Context: an optimization exercise on an open-source flow, tuned for small area. The choices shown serve that exercise and are no tape-out recipe. Only simulation tests tie the RTL to the original design; equivalence was not proved. No activity file was given, so power comes from the tool's default toggle rates.

north:
==> flow/design.v (excerpt) <==
module busDatapath #(
	parameter int regCount = 16
) (
	input logic clk,
	input logic arstN,
	input logic [23:0] outSel,
	input logic [regCount-1:0] regIn,
	input logic [5:0] spIn,
	input logic [31:0] inPortData,
	input logic [31:0] memData,
	input logic [31:0] cSignExtended,
	input logic [63:0] aluResult,
	output logic [31:0] busValue
);
Size: ~240 I/O pins, about 30000 sq um of cells after synthesis.
export LEC_CHECK = 0
export CAP_MARGIN = 10
export CORE_MARGIN = 2
export CORE_UTILIZATION = 60
export GPL_TIMING_DRIVEN = 0
export SETUP_SLACK_MARGIN = 0.05
export SLEW_MARGIN = 10
export SYNTH_HIERARCHICAL = 1
export SYNTH_MINIMUM_KEEP_SIZE = 0
create_clock -name core_clock -period 5.5 [get_ports {clk}]
standard.sh (not shown) runs the stock make flow with config.mk's settings and CLKGATE_MAP_FILE= SYNTH_SCRIPT=/design/flow/synth_recipe.tcl, a recipe that flattens the netlist after the stock synthesis.
==> flow/flow/run.sh <==
#!/bin/bash
set -euo pipefail
# The platform's don't-use cells plus the large buffers.
plat=$(make -s -C "$FLOW_HOME" DESIGN_CONFIG="$FLOW_CONFIG" WORK_HOME="$PWD/orfs" print-DONT_USE_CELLS | sed -n 's/^DONT_USE_CELLS: //p')
big=""
for c in buf_6 buf_8 buf_12 buf_16 bufbuf_8 bufbuf_16 bufinv_8 bufinv_16; do
  big="$big sky130_fd_sc_hd__$c"
done
echo "DONT_USE_CELLS=$plat$big" > dont_use.log
bash standard.sh "DONT_USE_CELLS=$plat$big" \
  "BUFFER_PORTS_ARGS=-buffer_cell sky130_fd_sc_hd__buf_1" \
  "CTS_ARGS=-sink_clustering_enable -repair_clock_nets -dont_use_dummy_load -buf_list {sky130_fd_sc_hd__clkbuf_8} -sink_clustering_size 15 -sink_clustering_max_diameter 50" \
  REMOVE_ABC_BUFFERS=1 finish > standard.log 2>&1
--- input diff north..south ---
--- a/flow/flow/run.sh
+++ b/flow/flow/run.sh
@@ -10,4 +10,4 @@
 bash standard.sh "DONT_USE_CELLS=$plat$big" \
   "BUFFER_PORTS_ARGS=-buffer_cell sky130_fd_sc_hd__buf_1" \
-  "CTS_ARGS=-sink_clustering_enable -repair_clock_nets -dont_use_dummy_load -buf_list {sky130_fd_sc_hd__clkbuf_8} -sink_clustering_size 15 -sink_clustering_max_diameter 50" \
+  "CTS_ARGS=-sink_clustering_enable -repair_clock_nets -dont_use_dummy_load -buf_list {sky130_fd_sc_hd__clkbuf_4} -sink_clustering_size 10 -sink_clustering_max_diameter 40" \
   REMOVE_ABC_BUFFERS=1 finish > standard.log 2>&1
--- a/flow/config.mk
+++ b/flow/config.mk
@@ -8,6 +8,6 @@
 export CAP_MARGIN = 10
 export CORE_MARGIN = 2
-export CORE_UTILIZATION = 60
-export GPL_TIMING_DRIVEN = 0
+export CORE_UTILIZATION = 80
+export GPL_TIMING_DRIVEN = 1
 export SETUP_SLACK_MARGIN = 0.05
 export SLEW_MARGIN = 10
Results
Changes observed in south relative to north: number of multi-input combinational cells has decreased, global-route usage has increased, total negative slack for setup checks has remained practically unchanged, global-route wire length before repair has increased, sequential share of cell area has increased. Clock group share of total power delta for south relative to north: 2.8 points lower. On routed wire length: between south and north, it ends up higher for north. Result: PASS for each of south and north. In south, final cell area excluding filler cells is lower than in north. Re layout cell share with drive strength beyond 1: south is 4.0 points down on north.
Here is what was changed in the inputs of east compared with south.
--- a/flow/config.mk
+++ b/flow/config.mk
@@ -8,5 +8,5 @@
 export CAP_MARGIN = 10
 export CORE_MARGIN = 2
-export CORE_UTILIZATION = 80
+export CORE_UTILIZATION = 72
 export GPL_TIMING_DRIVEN = 1
 export SETUP_SLACK_MARGIN = 0.05
### Flow results
east: number of search-and-repair iterations in the first detailed-routing pass 3 below south
Area of the die ends up lower on south.
Summary of east over south: wire length of the first global-routing pass comparable; inserted tap cell count went up by 64.
> inputs changed (east -> west)
--- a/flow/config.mk
+++ b/flow/config.mk
@@ -8,5 +8,5 @@
 export CAP_MARGIN = 10
 export CORE_MARGIN = 2
-export CORE_UTILIZATION = 72
+export CORE_UTILIZATION = 60
 export GPL_TIMING_DRIVEN = 1
 export SETUP_SLACK_MARGIN = 0.05
Notes after the runs:
- west completed; timing, DRC and antenna clean
- west vs east — achievable frequency dropped 8.2 MHz.
- west: number of placement rows higher than east
- east reports its timing endpoint of the critical path as busValue[31] while west reports busValue[12].
- Relative to east, later-pin clock latency in the skew report has gone up in west.
- Of west and east, east shows the lower wire length after detailed routing, with west above it.
- [compare] base=east new=west: number of well-tap cells placed rose by 132; number of CTS-inserted buffers grew by 12; register fraction of the total cell area decreased 0.71 points.
Inputs modified between west and middle:
==> flow/flow/run.sh <==
#!/bin/bash
set -euo pipefail
here=$(pwd)
# The platform's don't-use cells plus the large buffers.
plat=$(make -s -C "$FLOW_HOME" DESIGN_CONFIG="$FLOW_CONFIG" WORK_HOME="$here/orfs" print-DONT_USE_CELLS | sed -n 's/^DONT_USE_CELLS: //p')
big=""
for c in buf_6 buf_8 buf_12 buf_16 bufbuf_8 bufbuf_16 bufinv_8 bufinv_16; do
  big="$big sky130_fd_sc_hd__$c"
done
echo "DONT_USE_CELLS=$plat$big" > dont_use.log
export MY_ABC_SCRIPT="$here/flow/area.abc"
bash standard.sh "DONT_USE_CELLS=$plat$big" \
  "SYNTH_SCRIPT=$here/flow/synth.tcl" \
  "BUFFER_PORTS_ARGS=-buffer_cell sky130_fd_sc_hd__buf_1" \
  "CTS_ARGS=-sink_clustering_enable -repair_clock_nets -dont_use_dummy_load -buf_list {sky130_fd_sc_hd__clkbuf_4} -sink_clustering_size 10 -sink_clustering_max_diameter 40" \
  REMOVE_ABC_BUFFERS=1 "MY_ABC_SCRIPT=$MY_ABC_SCRIPT" finish > standard.log 2>&1
==> flow/flow/area.abc (new file) <==
strash
&get -n
&st
&dch
&nf
&put
topo
stime -c
==> flow/flow/synth.tcl (new file) <==
proc synth {args} { yosys synth -nofsm -noshare {*}$args }
# ORFS's synthesis with its ABC call given our own ABC script.
set f [open $::env(SCRIPTS_DIR)/synth.tcl]
set txt [read $f]
close $f
set old {log_cmd abc {*}$abc_args}
if { [string first $old $txt] < 0 } { error "ABC call not found in synth.tcl" }
set txt [string map [list $old "log_cmd abc -script $::env(MY_ABC_SCRIPT) {*}\[lrange \$abc_args 2 end\]"] $txt]
eval $txt
# left out here: clear keep_hierarchy, flatten, clean up, hide names made inside functions, write 1_2_yosys.v
[summary]
- Complete run, failing final checks: middle, reason negative setup slack.
- busValue[12] as the capture point of the critical path was reported by west, and busValue[31] by middle.
- Measured against middle, the number of tap instances of west comes out at 1.09 times the reference value.
- Summary — buffers inserted during post-CTS setup optimization, middle relative to west: higher, by 12.
- The standard cells in middle occupy more silicon area than those in west do.

## port drivers added, routing unchanged
No port has a modelled driver above. Below, the same layouts with a new extraction and two added sets of constraints.
Step 1, drivers: a clkbuf_16 drives clk and a buf_2 each remaining input, both assumed.
Step 2, shift: input delay + t, output delay - t, t = (earliest + latest rising clock arrival at the registers) / 2. This alone moves slack from input paths to output paths.
a / b / c = ideal ports / drivers / drivers and shift; a / b = the first two.
| run | shift t [ns] | slack for setup (ns) | hold slack, ns |
|---|---|---|---|
| north | 0.712 | 0.112 / 0.093 / 0.093 | 0.331 / 0.293 / 0.494 |
| south | 0.871 | 0.416 / 0.386 / 0.386 | 0.343 / 0.311 / 0.498 |
| east | 0.903 | 0.539 / 0.516 / 0.516 | 0.317 / 0.288 / 0.496 |
| west | 0.936 | 0.328 / 0.304 / 0.304 | 0.290 / 0.254 / 0.498 |
| middle | 0.926 | -0.878 / -0.900 / -0.900 | 0.306 / 0.273 / 0.500 |
For south, which loses most, drivers alone change the setup slack by -0.030 ns; drivers and shift together by -0.030 ns.
